What follows belongs to an exercise in optimizing a design on an open flow for small area, a short achievable clock period and few clock cycles per item; a production flow would make more cautious choices.
Function was checked by simulation only, so behaviour that the tests miss may differ from the original.
Power figures rest on the tool's default switching activity, not on a simulated workload.

north:
Design goertzel_power_detect, start of the top module:
module goertzel_power_detect #(
   parameter int OW       = 20,
   parameter int PW       = 2*OW+1,
   parameter int HOLD_ON  = 3,
   parameter int HOLD_OFF = 3
) (
   input  logic            i_clk,
   input  logic            i_rst,
   input  logic [2*OW-1:0] s_axis_tdata,
   input  logic            s_axis_tvalid,
   output logic            s_axis_tready,
   output logic [PW-1:0]   m_axis_tdata,
   output logic            m_axis_tuser,
   output logic            m_axis_tvalid,
   input  logic            m_axis_tready,
   input  logic [PW-1:0]   i_threshold,
   output logic            o_detect
);
   localparam bit c_INREG  = 1'b1;
   localparam bit c_MIDREG = 1'b1;
   localparam bit c_INMUX  = 1'b1;
   localparam int c_HMAX = (HOLD_ON > HOLD_OFF) ? HOLD_ON : HOLD_OFF;
   localparam int c_CW   = (c_HMAX > 1) ? $clog2(c_HMAX) : 1;
   logic            w_en;
   logic            w_v1, w_v2;
   logic            r_v3;
   logic [OW-1:0]   x_re, x_im;
   logic [67-1:0] w_mid_d, w_mid_q;
   logic [PW-1:0]   w_ra, w_rb;
   logic [PW-1:0]   w_sum;
   logic            w_hit;
   logic [PW-1:0]   r_pwr;
   logic            r_hit;
   logic            r_det;
   logic [c_CW-1:0] r_cnt, w_cnt_nxt;
   logic            w_det_nxt;
   assign w_en          = !r_v3 || m_axis_tready;
   assign s_axis_tready = w_en;
   generate
      if (c_INREG) begin : g_in
         logic            r_v1;
         logic [OW-1:0]   r_re, r_im;
         logic [2*OW-1:0] w_in_d;
         if (c_INMUX) begin : g_mux
            goertzel_hold #(.W(2*OW)) u_hold (
               .i_load(w_en), .i_new(s_axis_tdata), .i_old({r_re, r_im}), .o_d(w_in_d));
         end else begin : g_nmux
            assign w_in_d = w_en ? s_axis_tdata : {r_re, r_im};
         end
         always_ff @(posedge i_clk) begin
            if (i_rst)     r_v1 <= 1'b0;
            else if (w_en) r_v1 <= s_axis_tvalid;
            r_re <= w_in_d[2*OW-1:OW];
            r_im <= w_in_d[OW-1:0];
         end
         assign w_v1 = r_v1;
         assign x_re = r_re;
         assign x_im = r_im;
      end else begin : g_nin
         assign w_v1 = s_axis_tvalid;
  ...
Size in the first run: ~1600 cells after synthesis, about 160 flip-flops, about 17000 sq um of cells after synthesis.
==> flow/config.mk <==
export PLATFORM = sky130hd
export DESIGN_NAME = goertzel_power_detect
export DESIGN_NICKNAME = goertzel_power_detect
export VERILOG_FILES = /design/flow/design.v
export SDC_FILE = /design/flow/constraint.sdc
export NUM_CORES = 4
export LEC_CHECK = 0
export CAP_MARGIN = 20
export CORE_MARGIN = 2
export CORE_UTILIZATION = 40
export CTS_BUF_LIST = sky130_fd_sc_hd__clkbuf_8
export SETUP_SLACK_MARGIN = 4.0
export SLEW_MARGIN = 20
export SYNTH_HIERARCHICAL = 1
export SYNTH_MINIMUM_KEEP_SIZE = 0
==> flow/constraint.sdc <==
create_clock -name core_clock -period 8.0 [get_ports {i_clk}]
set_input_delay 1.6000 -clock core_clock [delete_from_list [all_inputs] [get_ports {i_clk}]]
set_output_delay 1.6000 -clock core_clock [all_outputs]
set_load 0.01 [all_outputs]
standard.sh (not shown) runs the stock make flow with config.mk's settings and CLKGATE_MAP_FILE= SYNTH_SCRIPT=/design/flow/synth_recipe.tcl, a recipe that flattens the netlist after the stock synthesis.
==> flow/flow/run.sh <==
#!/bin/bash
# Standard ORFS layout (the standard.sh, standard synthesis unchanged),
# with the port buffers made from the smallest buffer cell.
set -euo pipefail
bash standard.sh BUFFER_PORTS_ARGS="-buffer_cell sky130_fd_sc_hd__buf_1" finish > standard_flow.log 2>&1
Testbench counts of north, summed over its fixed seeds: cycles 2,072, items 2,048.
> inputs changed (north -> south)
# north
export LEC_CHECK = 0
export CAP_MARGIN = 20
export CORE_MARGIN = 2
export CORE_UTILIZATION = 40
export CTS_BUF_LIST = sky130_fd_sc_hd__clkbuf_8
export SETUP_SLACK_MARGIN = 4.0
export SLEW_MARGIN = 20
export SYNTH_HIERARCHICAL = 1
export SYNTH_MINIMUM_KEEP_SIZE = 0
create_clock -name core_clock -period 8.0 [get_ports {i_clk}]
# south
export LEC_CHECK = 0
export CAP_MARGIN = 20
export CORE_MARGIN = 2
export CORE_UTILIZATION = 40
export CTS_BUF_LIST = sky130_fd_sc_hd__clkbuf_8
export SETUP_SLACK_MARGIN = 3.5
export SLEW_MARGIN = 20
export SYNTH_HIERARCHICAL = 1
export SYNTH_MINIMUM_KEEP_SIZE = 0
create_clock -name core_clock -period 8.0 [get_ports {i_clk}]
--- outcome ---
- Per the final summary, north finished and its layout is clean on timing, DRC and antenna.
- In summary, south completed successfully, with a layout that passed the timing, design-rule and antenna checks.
- The register-to-register slack of south was inferior to that of north.
- Power: south draws less than north
- Delta(pin count of the biggest net entering global routing, south - north) > 0
- Power of the combinational group was higher in the run labelled north.
- Going from north to south, final area fell 14%; number of enable-type register cells in the synthesized netlist about even.
- Clock skew on south is behind north.
- Compare north and south | first-pass GRT wire length lower: south

-- static timing again, ports no longer ideal --
How much do the figures lean on ideal ports? The routed layouts below were timed once more, with nothing changed but the port constraints. Step 1: set_driving_cell puts a clkbuf_16 on i_clk and a buf_2 on each other input, an assumption about the parent block. Step 2, shift: input delay + t, output delay - t, t = (earliest + latest rising clock arrival at the registers) / 2. This alone moves slack from input paths to output paths. Slacks: ideal ports / drivers / drivers and shift; pairs: ideal ports / drivers.
| run | shift t [ns] | setup slack, ns | clock arrival spread, ns | worst register clock-pin slew, ns |
|---|---|---|---|---|
| north | 0.572 | 3.740 / 3.740 / 3.740 | 0.016 / 0.016 | 0.10 / 0.10 |
| south | 0.568 | 3.606 / 3.606 / 3.606 | 0.032 / 0.031 | 0.12 / 0.12 |
After both steps setup and hold are still met in every run listed.
